Context: an optimization exercise on an open-source flow, tuned for small area, a short achievable clock period and few clock cycles per item. The choices shown serve that exercise and are no tape-out recipe. Only simulation tests tie the RTL to the original design; equivalence was not proved. Power is estimated from default activity; no workload was simulated.

==> inputs of 04-23 <==
==> flow/design.v <==
package tle_pkg;
   localparam logic [2:0] KIND_STATUS = 3'd0;
   localparam logic [2:0] KIND_BYTE   = 3'd1;
   localparam logic [2:0] KIND_EMPTY  = 3'd2;
   localparam logic [2:0] KIND_ABORT  = 3'd3;
   localparam logic [2:0] KIND_EOF    = 3'd4;
   localparam logic [2:0] KIND_CLEAR  = 3'd5;
   localparam logic [2:0] KIND_FULL   = 3'd6;
endpackage
module tle_cell (
   input  logic       clock,
   input  logic       go,
   input  logic       sel_above,
   input  logic       sel_below,
   input  logic       sel_key,
   input  logic [6:0] from_above,
   input  logic [6:0] from_below,
   input  logic [6:0] key,
   output logic [6:0] data
);
   always_ff @(posedge clock) begin
      if (go & (sel_above | sel_below | sel_key))
         data <= ~(({7{sel_above}} & from_above) | ({7{sel_below}} & from_below)
                 | ({7{sel_key}} & key));
   end
endmodule
module tle_chain #(
   parameter int LINE_CAP = 64
) (
   input  logic                  clock,
   input  logic                  go,
   input  logic [LINE_CAP-1:0]   sel_above,
   input  logic [LINE_CAP-1:0]   sel_below,
   input  logic [LINE_CAP-1:0]   sel_key,
   input  logic [6:0]            key,
   output logic [LINE_CAP*7-1:0] cells       
);
   for (genvar g = 0; g < LINE_CAP; g++) begin : g_cell
      logic [6:0] below, above, k;
      if (g == 0) begin : g_b0
         assign below = 7'h00;
      end else begin : g_b
         assign below = cells[(g-1)*7 +: 7];
      end
      if (g == LINE_CAP - 1) begin : g_a0
         assign above = 7'h00;
      end else begin : g_a
         assign above = cells[(g+1)*7 +: 7];
      end
      assign k = (g % 2 == 1) ? key : ~key;
      tle_cell u_cell (
         .clock      (clock),
         .go         (go),
         .sel_above  (sel_above[g]),
         .sel_below  (sel_below[g]),
         .sel_key    (sel_key[g]),
         .from_above (above),
         .from_below (below),
         .key        (k),
         .data       (cells[g*7 +: 7])
      );
   end
endmodule
import tle_pkg::*;
module terminal_line_editor #(
   parameter int LINE_CAP = 64
) (
   input  logic        clock,
   input  logic        reset,
   input  logic        req_tvalid,
   output logic        req_tready,
   input  logic [7:0]  req_tdata,    
   output logic        rsp_tvalid,
   input  logic        rsp_tready,
   output logic [31:0] rsp_tdata,    
   output logic        rsp_tlast,
   output logic        rsp_tuser     
);
   logic       a_v, b_v;
   logic [7:0] a_d, b_d, a_src;
   logic       cons, a_load;
   logic       a_print, a_bs, a_etb, a_nak, a_enter, a_tilde;
   logic [1:0] a_kc;               
   logic       s_sp;
   assign req_tready = !b_v;
   assign a_src  = b_v ? b_d : req_tdata;
   assign a_load = cons || !a_v;
   assign s_sp   = a_src[6:0] == 7'h20;
   always_ff @(posedge clock) begin
      if (reset) begin
         a_v <= 1'b0;
         b_v <= 1'b0;
      end else begin
         if (a_load) a_v <= b_v || req_tvalid;
         if (a_load) b_v <= 1'b0;
         else if (req_tvalid) b_v <= 1'b1;
      end
      if (a_load) begin
         a_d     <= a_src;
         a_print <= a_src >= 8'h20 && a_src <= 8'h7E;
         a_bs    <= a_src == 8'h08 || a_src == 8'h7F;
         a_etb   <= a_src == 8'h17;
         a_nak   <= a_src == 8'h15;
         a_enter <= a_src == 8'h0A || a_src == 8'h0D;
         a_tilde <= a_src == 8'h7E;
         a_kc    <= (a_src[6] & a_src[5]) ? 2'b00 : s_sp ? 2'b11 : a_src[6:5];
      end
      if (!a_load && !b_v) b_d <= req_tdata;
   end
   logic m_norm, m_emit, m_killw, m_killu;
   logic m_norm_in, m_emit_in, m_killw_in, m_killu_in;
   logic ph_idle, ph_esc, ph_csi, ph_ss3, ph_num1, ph_num2;
   logic ph_idle_in, ph_esc_in, ph_csi_in, ph_ss3_in, ph_num1_in, ph_num2_in;
   logic [3:0] seq_ff, seq_in;     
   logic [6:0] len_ff, len_in, cur_ff, cur_in, cnt_ff, cnt_in;
   logic       ov_ff, ov_in;
   logic [2:0] okind_ff, okind_in;
   logic [6:0] ochar_ff, ochar_in;
   logic       olast_ff, olast_in, ord_ff, ord_in;
   logic       op_ins, op_dc, op_dcm1, op_d0;
   logic       adv, go;
   logic [LINE_CAP*7-1:0] cells;      
   logic [6:0]            c0;
   logic [6:0]            kcode;
   logic [LINE_CAP:0]     ge;         
   logic [LINE_CAP-1:0]   sel_above, sel_below, sel_key;
   logic                  wstop;      
   logic                  wstop2;     
   logic                  wpre;       
   assign kcode = {a_kc, a_d[4:0]};
   assign c0    = {!cells[5], !cells[6] | cells[5], cells[4:0]};
   logic [8:0] lt_h, eq_h;
   logic [7:0] le_l, eq_l;
   for (genvar h = 0; h <= 8; h++) begin : g_h
      assign eq_h[h] = cur_ff[6:3] == 4'(h);
      if (h == 0) begin : g_h0
         assign lt_h[h] = 1'b0;
      end else begin : g_hn
         assign lt_h[h] = |eq_h[h-1:0];
      end
   end
   for (genvar l = 0; l < 8; l++) begin : g_l
      assign eq_l[l] = cur_ff[2:0] == 3'(l);
      assign le_l[l] = |eq_l[l:0];
   end
   for (genvar g = 0; g < LINE_CAP; g++) begin : g_ge
      assign ge[g] = lt_h[g/8] | (eq_h[g/8] & le_l[g%8]);
   end
   assign ge[LINE_CAP] = 1'b1;
   for (genvar g = 0; g < LINE_CAP; g++) begin : g_sel
      if (g == 0) begin : g_z
         assign sel_below[g] = 1'b0;
         assign sel_key[g]   = op_ins & ge[0];
      end else begin : g_nz
         assign sel_below[g] = op_ins & ge[g-1];
         assign sel_key[g]   = op_ins & ge[g] & !ge[g-1];
      end
      assign sel_above[g] = op_d0 | (op_dcm1 & ge[g+1]) | (op_dc & ge[g]);
   end
   tle_chain #(.LINE_CAP(LINE_CAP)) u_chain (
      .clock(clock), .go(adv), .sel_above(sel_above), .sel_below(sel_below),
      .sel_key(sel_key), .key(kcode), .cells(cells)
   );
   logic [LINE_CAP-1:0] blank, mark;
   for (genvar g = 0; g < LINE_CAP; g++) begin : g_blank
      if (g % 2 == 1) begin : g_bo
         assign blank[g] = !cells[g*7+6] & !cells[g*7+5];
      end else begin : g_be
         assign blank[g] = cells[g*7+6] & cells[g*7+5];
      end
      if (g == 0) begin : g_m0
         assign mark[g] = 1'b1;
      end else begin : g_m
         assign mark[g] = blank[g-1] & !blank[g];
      end
   end
   assign wstop  = |(mark & ge[LINE_CAP:1] & ~ge[LINE_CAP-1:0]);
   assign wstop2 = |(mark[LINE_CAP-2:0] & ge[LINE_CAP:2] & ~ge[LINE_CAP-1:1]);
   logic cur_z, cur_end, len_z, len_full, cur_one, cnt_one;
   assign cur_z    = cur_ff == 7'd0;
   assign cur_one  = cur_ff == 7'd1;
   assign cur_end  = cur_ff == len_ff;
   assign len_z    = len_ff == 7'd0;
   assign len_full = len_ff[6];
   assign cnt_one  = cnt_ff == 7'd1;
   assign adv = !ov_ff || rsp_tready;
   assign go  = m_norm && a_v;
   assign op_ins  = go && ph_idle && a_print && !len_full;
   assign op_d0   = m_emit || (go && ph_idle && a_enter);
   assign op_dcm1 = m_killw || m_killu || (go && ph_idle && !cur_z && (a_bs || a_nak));
   assign op_dc   = go && ph_num1 && a_tilde && seq_ff == 4'd3;
   assign cons    = adv && go;
   always_comb begin
      logic [7:0] b;
      logic dig, beat, mv_left, mv_right, mv_home, mv_end;
      b = a_d;
      dig = b >= 8'h30 && b <= 8'h39;
      m_norm_in = m_norm; m_emit_in = m_emit; m_killw_in = m_killw; m_killu_in = m_killu;
      ph_idle_in = ph_idle; ph_esc_in = ph_esc; ph_csi_in = ph_csi; ph_ss3_in = ph_ss3;
      ph_num1_in = ph_num1; ph_num2_in = ph_num2;
      seq_in = seq_ff; len_in = len_ff; cur_in = cur_ff; cnt_in = cnt_ff;
      beat = 1'b0;
      okind_in = 3'd0; ochar_in = 7'h00; olast_in = 1'b1; ord_in = 1'b0;
      mv_left = 1'b0; mv_right = 1'b0; mv_home = 1'b0; mv_end = 1'b0;
      if (m_emit) begin
         beat = 1'b1; okind_in = 3'd1; ochar_in = c0;
         olast_in = cnt_one;
         cnt_in = cnt_ff - 7'd1;
         if (cnt_one) begin m_emit_in = 1'b0; m_norm_in = 1'b1; end
      end
      if (m_killw || m_killu) begin
         ord_in = 1'b1; cur_in = cur_ff - 7'd1; len_in = len_ff - 7'd1;
         if (m_killu ? cur_one : wpre) begin
            beat = 1'b1;
            m_killw_in = 1'b0; m_killu_in = 1'b0; m_norm_in = 1'b1;
         end
      end
      if (go) begin
         beat = 1'b1;
         if (!ph_idle) begin
            ph_idle_in = 1'b1; ph_esc_in = 1'b0; ph_csi_in = 1'b0; ph_ss3_in = 1'b0;
            ph_num1_in = 1'b0; ph_num2_in = 1'b0;
            if (ph_esc) begin
               if (b == 8'h5B) begin ph_idle_in = 1'b0; ph_csi_in = 1'b1; end
               else if (b == 8'h4F) begin ph_idle_in = 1'b0; ph_ss3_in = 1'b1; end
            end
            if (ph_csi && dig) begin
               seq_in = b[3:0]; ph_idle_in = 1'b0; ph_num1_in = 1'b1;
            end else if (ph_csi || ph_ss3) begin
               mv_right = b == 8'h43;
               mv_left  = b == 8'h44;
               mv_home  = b == 8'h48;
               mv_end   = b == 8'h46;
            end
            if (ph_num1) begin
               if (a_tilde) begin
                  mv_home = seq_ff == 4'd1;
                  mv_end  = seq_ff == 4'd4;
                  if (seq_ff == 4'd3 && !cur_end) begin
                     ord_in = 1'b1; len_in = len_ff - 7'd1;
                  end
               end else if (dig) begin
                  ph_idle_in = 1'b0; ph_num2_in = 1'b1;
                  seq_in = (seq_ff == 4'd1 && b[3:0] == 4'd5) ? 4'd1 :
                           (seq_ff == 4'd1 && b[3:0] == 4'd7) ? 4'd2 : 4'd0;
               end
            end
            if (ph_num2 && a_tilde) begin
               mv_home = seq_ff == 4'd1;
               mv_end  = seq_ff == 4'd2;
            end
            if (mv_left) begin
               ord_in = 1'b1; if (!cur_z) cur_in = cur_ff - 7'd1;
            end
            if (mv_right) begin
               ord_in = 1'b1; if (!cur_end) cur_in = cur_ff + 7'd1;
            end
            if (mv_home) begin
               ord_in = 1'b1; cur_in = 7'd0;
            end
            if (mv_end) begin
               ord_in = 1'b1; cur_in = len_ff;
            end
         end else if (a_enter) begin
            if (len_z) begin
               okind_in = 3'd2;
            end else begin
               okind_in = 3'd1; ochar_in = c0;
               olast_in = len_ff == 7'd1;
               cnt_in = len_ff - 7'd1;
               if (len_ff != 7'd1) begin m_norm_in = 1'b0; m_emit_in = 1'b1; end
               len_in = 7'd0; cur_in = 7'd0;
            end
         end else if (a_bs) begin
            if (!cur_z) begin
               ord_in = 1'b1; cur_in = cur_ff - 7'd1; len_in = len_ff - 7'd1;
            end
         end else if (a_nak) begin
            ord_in = 1'b1;
            if (cur_z || cur_end) begin
               cur_in = 7'd0;
               if (cur_end) len_in = 7'd0;
            end else begin
               cur_in = cur_ff - 7'd1; len_in = len_ff - 7'd1;
               if (!cur_one) begin
                  beat = 1'b0; m_norm_in = 1'b0; m_killu_in = 1'b1;
               end
            end
         end else if (a_etb) begin
            ord_in = 1'b1;
            if (!cur_z) begin
               beat = 1'b0; m_norm_in = 1'b0; m_killw_in = 1'b1;
            end
         end else if (a_print) begin
            if (len_full) okind_in = 3'd6;
            else begin
               ord_in = 1'b1; cur_in = cur_ff + 7'd1; len_in = len_ff + 7'd1;
            end
         end else begin
            case (b)
               8'h03: begin okind_in = 3'd3; len_in = 7'd0; cur_in = 7'd0; end
               8'h04: if (len_z) okind_in = 3'd4;
               8'h1B: begin ph_idle_in = 1'b0; ph_esc_in = 1'b1; end
               8'h01: begin ord_in = 1'b1; cur_in = 7'd0; end
               8'h05: begin ord_in = 1'b1; cur_in = len_ff; end
               8'h0B: begin ord_in = 1'b1; len_in = cur_ff; end
               8'h0C: begin ord_in = 1'b1; okind_in = 3'd5; end
               default: ;
            endcase
         end
      end
      ov_in = adv ? beat : ov_ff;
   end
   always_ff @(posedge clock) begin
      if (reset) begin
         m_norm <= 1'b1; m_emit <= 1'b0; m_killw <= 1'b0; m_killu <= 1'b0;
         ph_idle <= 1'b1; ph_esc <= 1'b0; ph_csi <= 1'b0; ph_ss3 <= 1'b0;
         ph_num1 <= 1'b0; ph_num2 <= 1'b0;
         len_ff <= 7'd0; cur_ff <= 7'd0; ov_ff <= 1'b0;
      end else begin
         ov_ff <= ov_in;
         if (adv) begin
            m_norm <= m_norm_in; m_emit <= m_emit_in; m_killw <= m_killw_in;
            m_killu <= m_killu_in;
            ph_idle <= ph_idle_in; ph_esc <= ph_esc_in; ph_csi <= ph_csi_in;
            ph_ss3 <= ph_ss3_in; ph_num1 <= ph_num1_in; ph_num2 <= ph_num2_in;
            len_ff <= len_in; cur_ff <= cur_in;
         end
      end
      if (adv) begin
         wpre <= m_killw ? wstop2 : wstop;
         seq_ff <= seq_in; cnt_ff <= cnt_in;
         okind_ff <= okind_in; ochar_ff <= ochar_in; olast_ff <= olast_in; ord_ff <= ord_in;
      end
   end
   assign rsp_tvalid = ov_ff;
   assign rsp_tdata  = {7'd0, cur_ff, len_ff, 1'b0, ochar_ff, okind_ff};
   assign rsp_tlast  = olast_ff;
   assign rsp_tuser  = ord_ff;
endmodule
==> flow/run.sh <==
#!/bin/bash
# synth_recipe.tcl (not shown) runs the flow's synth.tcl, then flattens the netlist and writes it again
# the make line also repeats each setting of config.mk as NAME=value (left out here)
make -C /OpenROAD-flow-scripts/flow DESIGN_CONFIG=/design/flow/config.mk WORK_HOME=/design/flow/orfs CLKGATE_MAP_FILE= SYNTH_SCRIPT=/design/flow/synth_recipe.tcl finish
==> flow/config.mk <==
export PLATFORM = sky130hd
export DESIGN_NAME = terminal_line_editor
export DESIGN_NICKNAME = terminal_line_editor
export VERILOG_FILES = /design/flow/design.v
export SDC_FILE = /design/flow/constraint.sdc
export NUM_CORES = 4
export LEC_CHECK = 0
export CAP_MARGIN = 20
export CORE_MARGIN = 2
export CORE_UTILIZATION = 55
export PLACE_DENSITY = 0.65
export SETUP_SLACK_MARGIN = 4.0
export SLEW_MARGIN = 20
==> flow/constraint.sdc <==
create_clock -name core_clock -period 7.0 [get_ports {clock}]
set_input_delay 1.4000 -clock core_clock [delete_from_list [all_inputs] [get_ports {clock}]]
set_output_delay 1.4000 -clock core_clock [all_outputs]
set_load 0.01 [all_outputs]
==> 05-15: changes against 04-23 <==
--- a/flow/design.v
+++ b/flow/design.v
@@ -114,4 +114,5 @@
    logic [3:0] seq_ff, seq_in;     
    logic [6:0] len_ff, len_in, cur_ff, cur_in, cnt_ff, cnt_in;
+   logic [6:0] curn_ff;            
    logic       ov_ff, ov_in;
    logic [2:0] okind_ff, okind_in;
@@ -126,5 +127,4 @@
    logic [LINE_CAP-1:0]   sel_above, sel_below, sel_key;
    logic                  wstop;      
-   logic                  wstop2;     
    logic                  wpre;       
    assign kcode = {a_kc, a_d[4:0]};
@@ -133,5 +133,5 @@
    logic [7:0] le_l, eq_l;
    for (genvar h = 0; h <= 8; h++) begin : g_h
-      assign eq_h[h] = cur_ff[6:3] == 4'(h);
+      assign eq_h[h] = curn_ff[6:3] == 4'(15 - h);
       if (h == 0) begin : g_h0
          assign lt_h[h] = 1'b0;
@@ -141,5 +141,5 @@
    end
    for (genvar l = 0; l < 8; l++) begin : g_l
-      assign eq_l[l] = cur_ff[2:0] == 3'(l);
+      assign eq_l[l] = curn_ff[2:0] == 3'(7 - l);
       assign le_l[l] = |eq_l[l:0];
    end
@@ -175,6 +175,17 @@
       end
    end
-   assign wstop  = |(mark & ge[LINE_CAP:1] & ~ge[LINE_CAP-1:0]);
-   assign wstop2 = |(mark[LINE_CAP-2:0] & ge[LINE_CAP:2] & ~ge[LINE_CAP-1:1]);
+   logic [8:0] wgrp;
+   for (genvar h = 0; h <= 8; h++) begin : g_wg
+      logic [7:0] m;
+      for (genvar l = 0; l < 8; l++) begin : g_wl
+         if (8*h + l >= 1 && 8*h + l <= LINE_CAP) begin : g_in
+            assign m[l] = mark[8*h+l-1];
+         end else begin : g_out
+            assign m[l] = 1'b0;
+         end
+      end
+      assign wgrp[h] = |(m & eq_l);
+   end
+   assign wstop = |(wgrp & eq_h);
    logic cur_z, cur_end, len_z, len_full, cur_one, cnt_one;
    assign cur_z    = cur_ff == 7'd0;
@@ -188,6 +199,6 @@
    assign op_ins  = go && ph_idle && a_print && !len_full;
    assign op_d0   = m_emit || (go && ph_idle && a_enter);
-   assign op_dcm1 = m_killw || m_killu || (go && ph_idle && !cur_z && (a_bs || a_nak));
-   assign op_dc   = go && ph_num1 && a_tilde && seq_ff == 4'd3;
+   assign op_dcm1 = m_killu || (go && ph_idle && !cur_z && (a_bs || a_nak));
+   assign op_dc   = m_killw || (go && ph_num1 && a_tilde && seq_ff == 4'd3);
    assign cons    = adv && go;
    always_comb begin
@@ -209,9 +220,16 @@
          if (cnt_one) begin m_emit_in = 1'b0; m_norm_in = 1'b1; end
       end
-      if (m_killw || m_killu) begin
+      if (m_killu) begin
          ord_in = 1'b1; cur_in = cur_ff - 7'd1; len_in = len_ff - 7'd1;
-         if (m_killu ? cur_one : wpre) begin
-            beat = 1'b1;
-            m_killw_in = 1'b0; m_killu_in = 1'b0; m_norm_in = 1'b1;
+         if (cur_one) begin
+            beat = 1'b1; m_killu_in = 1'b0; m_norm_in = 1'b1;
+         end
+      end
+      if (m_killw) begin
+         ord_in = 1'b1; len_in = len_ff - 7'd1;
+         if (wpre) begin
+            beat = 1'b1; m_killw_in = 1'b0; m_norm_in = 1'b1;
+         end else begin
+            cur_in = cur_ff - 7'd1;
          end
       end
@@ -291,4 +309,5 @@
             if (!cur_z) begin
                beat = 1'b0; m_norm_in = 1'b0; m_killw_in = 1'b1;
+               cur_in = cur_ff - 7'd1;
             end
          end else if (a_print) begin
@@ -317,5 +336,5 @@
          ph_idle <= 1'b1; ph_esc <= 1'b0; ph_csi <= 1'b0; ph_ss3 <= 1'b0;
          ph_num1 <= 1'b0; ph_num2 <= 1'b0;
-         len_ff <= 7'd0; cur_ff <= 7'd0; ov_ff <= 1'b0;
+         len_ff <= 7'd0; cur_ff <= 7'd0; curn_ff <= 7'h7F; ov_ff <= 1'b0;
       end else begin
          ov_ff <= ov_in;
@@ -325,9 +344,9 @@
             ph_idle <= ph_idle_in; ph_esc <= ph_esc_in; ph_csi <= ph_csi_in;
             ph_ss3 <= ph_ss3_in; ph_num1 <= ph_num1_in; ph_num2 <= ph_num2_in;
-            len_ff <= len_in; cur_ff <= cur_in;
+            len_ff <= len_in; cur_ff <= cur_in; curn_ff <= ~cur_in;
          end
       end
       if (adv) begin
-         wpre <= m_killw ? wstop2 : wstop;
+         wpre <= wstop;
          seq_ff <= seq_in; cnt_ff <= cnt_in;
          okind_ff <= okind_in; ochar_ff <= ochar_in; olast_ff <= olast_in; ord_ff <= ord_in;
CORE_UTILIZATION = 65   (was 55)
PLACE_DENSITY = 0.75   (was 0.65)
SETUP_SLACK_MARGIN = 4.1   (was 4.0)
SLEW_MARGIN = 35   (was 20)
==> 01-05: changes against 04-23 <==
--- a/flow/design.v
+++ b/flow/design.v
@@ -114,4 +114,5 @@
    logic [3:0] seq_ff, seq_in;     
    logic [6:0] len_ff, len_in, cur_ff, cur_in, cnt_ff, cnt_in;
+   logic [6:0] curn_ff;            
    logic       ov_ff, ov_in;
    logic [2:0] okind_ff, okind_in;
@@ -126,5 +127,4 @@
    logic [LINE_CAP-1:0]   sel_above, sel_below, sel_key;
    logic                  wstop;      
-   logic                  wstop2;     
    logic                  wpre;       
    assign kcode = {a_kc, a_d[4:0]};
@@ -133,5 +133,5 @@
    logic [7:0] le_l, eq_l;
    for (genvar h = 0; h <= 8; h++) begin : g_h
-      assign eq_h[h] = cur_ff[6:3] == 4'(h);
+      assign eq_h[h] = curn_ff[6:3] == 4'(15 - h);
       if (h == 0) begin : g_h0
          assign lt_h[h] = 1'b0;
@@ -141,5 +141,5 @@
    end
    for (genvar l = 0; l < 8; l++) begin : g_l
-      assign eq_l[l] = cur_ff[2:0] == 3'(l);
+      assign eq_l[l] = curn_ff[2:0] == 3'(7 - l);
       assign le_l[l] = |eq_l[l:0];
    end
@@ -175,6 +175,17 @@
       end
    end
-   assign wstop  = |(mark & ge[LINE_CAP:1] & ~ge[LINE_CAP-1:0]);
-   assign wstop2 = |(mark[LINE_CAP-2:0] & ge[LINE_CAP:2] & ~ge[LINE_CAP-1:1]);
+   logic [8:0] wgrp;
+   for (genvar h = 0; h <= 8; h++) begin : g_wg
+      logic [7:0] m;
+      for (genvar l = 0; l < 8; l++) begin : g_wl
+         if (8*h + l >= 1 && 8*h + l <= LINE_CAP) begin : g_in
+            assign m[l] = mark[8*h+l-1];
+         end else begin : g_out
+            assign m[l] = 1'b0;
+         end
+      end
+      assign wgrp[h] = |(m & eq_l);
+   end
+   assign wstop = |(wgrp & eq_h);
    logic cur_z, cur_end, len_z, len_full, cur_one, cnt_one;
    assign cur_z    = cur_ff == 7'd0;
@@ -188,6 +199,6 @@
    assign op_ins  = go && ph_idle && a_print && !len_full;
    assign op_d0   = m_emit || (go && ph_idle && a_enter);
-   assign op_dcm1 = m_killw || m_killu || (go && ph_idle && !cur_z && (a_bs || a_nak));
-   assign op_dc   = go && ph_num1 && a_tilde && seq_ff == 4'd3;
+   assign op_dcm1 = m_killu || (go && ph_idle && !cur_z && (a_bs || a_nak));
+   assign op_dc   = m_killw || (go && ph_num1 && a_tilde && seq_ff == 4'd3);
    assign cons    = adv && go;
    always_comb begin
@@ -209,9 +220,16 @@
          if (cnt_one) begin m_emit_in = 1'b0; m_norm_in = 1'b1; end
       end
-      if (m_killw || m_killu) begin
+      if (m_killu) begin
          ord_in = 1'b1; cur_in = cur_ff - 7'd1; len_in = len_ff - 7'd1;
-         if (m_killu ? cur_one : wpre) begin
-            beat = 1'b1;
-            m_killw_in = 1'b0; m_killu_in = 1'b0; m_norm_in = 1'b1;
+         if (cur_one) begin
+            beat = 1'b1; m_killu_in = 1'b0; m_norm_in = 1'b1;
+         end
+      end
+      if (m_killw) begin
+         ord_in = 1'b1; len_in = len_ff - 7'd1;
+         if (wpre) begin
+            beat = 1'b1; m_killw_in = 1'b0; m_norm_in = 1'b1;
+         end else begin
+            cur_in = cur_ff - 7'd1;
          end
       end
@@ -291,4 +309,5 @@
             if (!cur_z) begin
                beat = 1'b0; m_norm_in = 1'b0; m_killw_in = 1'b1;
+               cur_in = cur_ff - 7'd1;
             end
          end else if (a_print) begin
@@ -317,5 +336,5 @@
          ph_idle <= 1'b1; ph_esc <= 1'b0; ph_csi <= 1'b0; ph_ss3 <= 1'b0;
          ph_num1 <= 1'b0; ph_num2 <= 1'b0;
-         len_ff <= 7'd0; cur_ff <= 7'd0; ov_ff <= 1'b0;
+         len_ff <= 7'd0; cur_ff <= 7'd0; curn_ff <= 7'h7F; ov_ff <= 1'b0;
       end else begin
          ov_ff <= ov_in;
@@ -325,9 +344,9 @@
             ph_idle <= ph_idle_in; ph_esc <= ph_esc_in; ph_csi <= ph_csi_in;
             ph_ss3 <= ph_ss3_in; ph_num1 <= ph_num1_in; ph_num2 <= ph_num2_in;
-            len_ff <= len_in; cur_ff <= cur_in;
+            len_ff <= len_in; cur_ff <= cur_in; curn_ff <= ~cur_in;
          end
       end
       if (adv) begin
-         wpre <= m_killw ? wstop2 : wstop;
+         wpre <= wstop;
          seq_ff <= seq_in; cnt_ff <= cnt_in;
          okind_ff <= okind_in; ochar_ff <= ochar_in; olast_ff <= olast_in; ord_ff <= ord_in;
SETUP_SLACK_MARGIN = 4.1   (was 4.0)
SLEW_MARGIN = 35   (was 20)
==> notes <==
- Power: 05-15 > 01-05 > 04-23.
- Worst hold slack, lowest first: 05-15, 01-05, 04-23.
- Via count: 01-05 < 05-15 < 04-23.
- Maximum frequency: 01-05 > 05-15 > 04-23.
- Cell area, highest first: 04-23, 01-05, 05-15.
- In synthesized cell count, 05-15 and 01-05 do not differ.
- Combinational power, lowest first: 04-23, 01-05, 05-15.
- Against 05-15, the flip-flop and latch count of 04-23 is lower by 7.
- The highest first-iteration DRC count belongs to 05-15, the lowest to 01-05.
- In 01-05 the clock skew is lower than in 04-23, by 0.0061 ns.
==> figures <==
Result of the run: 01-05 timing/DRC/antenna clean; 05-15 timing/DRC/antenna clean; 04-23 timing/DRC/antenna clean
Share of the final layout cell area in sequential cells: 01-05 0.463; 05-15 0.463; 04-23 0.450
Number of antenna violations at the first check in global routing: 01-05 0; 05-15 2; 04-23 2
Gate Count Post-Synth: 01-05 2,829; 05-15 2,829; 04-23 2,790
Worst path depth: 01-05 8; 05-15 8; 04-23 10
Cell internal power dissipation: 01-05 7.24 mW; 05-15 7.40 mW; 04-23 6.32 mW
CP startpoint: 01-05 curn_ff[1]; 05-15 curn_ff[2]; 04-23 cur_ff[2]
Metal1 wirelength: 01-05 38.4 mm; 05-15 35.4 mm; 04-23 39.8 mm
Power consumed by combinational cells: 01-05 3.55 mW; 05-15 3.62 mW; 04-23 2.01 mW
Total CTS buffers: 01-05 56; 05-15 52; 04-23 55
Worst rel slew slack: 01-05 0.276; 05-15 0.247; 04-23 0.249
Clock network power share: 01-05 0.257; 05-15 0.260; 04-23 0.318
Total cell area at the placement stage: 01-05 30,000 µm²; 05-15 29,900 µm²; 04-23 30,100 µm²
Maximum clock skew at final layout: 01-05 0.0268 ns; 05-15 0.0290 ns; 04-23 0.0329 ns
Endpoint of the worst hold-timing path: 01-05 ph_ss3; 05-15 ph_ss3; 04-23 ph_esc
Clock latency (worst-skew pair): 01-05 0.64 ns; 05-15 0.63 ns; 04-23 0.65 ns
Drt pass-1 iters: 01-05 14; 05-15 14; 04-23 11
Net switching component of the power: 01-05 4.16 mW; 05-15 4.15 mW; 04-23 2.93 mW
Post-route fraction of the period consumed by the critical path: 01-05 0.416; 05-15 0.429; 04-23 0.437
Crit path max fanout: 01-05 20; 05-15 21; 04-23 10
Mean instance size in the synthesized netlist: 01-05 10.3 µm²; 05-15 10.3 µm²; 04-23 10.5 µm²
Testbench counts of 04-23, summed over its fixed seeds: cycles 34,671, keys 24,000.
Testbench counts of 05-15, summed over its fixed seeds: cycles 34,671, keys 24,000.
Testbench counts of 01-05, summed over its fixed seeds: cycles 34,671, keys 24,000.

-- port drivers added, routing unchanged --
The results above use ideal ports. As a check the final layouts listed here were re-extracted and re-timed, cells and wires unchanged.
Step 1 (the two cells are an assumption about what drives the block):
set clk [get_ports {clock}]
set_driving_cell -lib_cell sky130_fd_sc_hd__clkbuf_16 $clk
set_driving_cell -lib_cell sky130_fd_sc_hd__buf_2 [delete_from_list [all_inputs] $clk]
Step 2, shift: input delay + t, output delay - t, t = (earliest + latest rising clock arrival at the registers) / 2. This alone moves slack from input paths to output paths.
Three values: ideal, step 1, step 2; two values: the first two.
| run | shift t [ns] | setup WS [ns] | latest minus earliest clock arrival (ns) | worst register clock-pin slew, ns | worst slew at a driven data input, ns |
|---|---|---|---|---|---|
| 04-23 | 0.697 | 3.941 / 3.926 / 3.378 | 0.033 / 0.033 | 0.07 / 0.07 | 0.04 |
| 05-15 | 0.679 | 3.997 / 3.997 / 3.439 | 0.029 / 0.029 | 0.07 / 0.07 | 0.04 |
| 01-05 | 0.688 | 4.085 / 4.084 / 3.500 | 0.026 / 0.026 | 0.07 / 0.07 | 0.04 |
After both steps every run listed still meets setup and hold. The setup slack of 01-05, which loses most, moves by -0.001 ns with the drivers and by -0.585 ns with both steps.
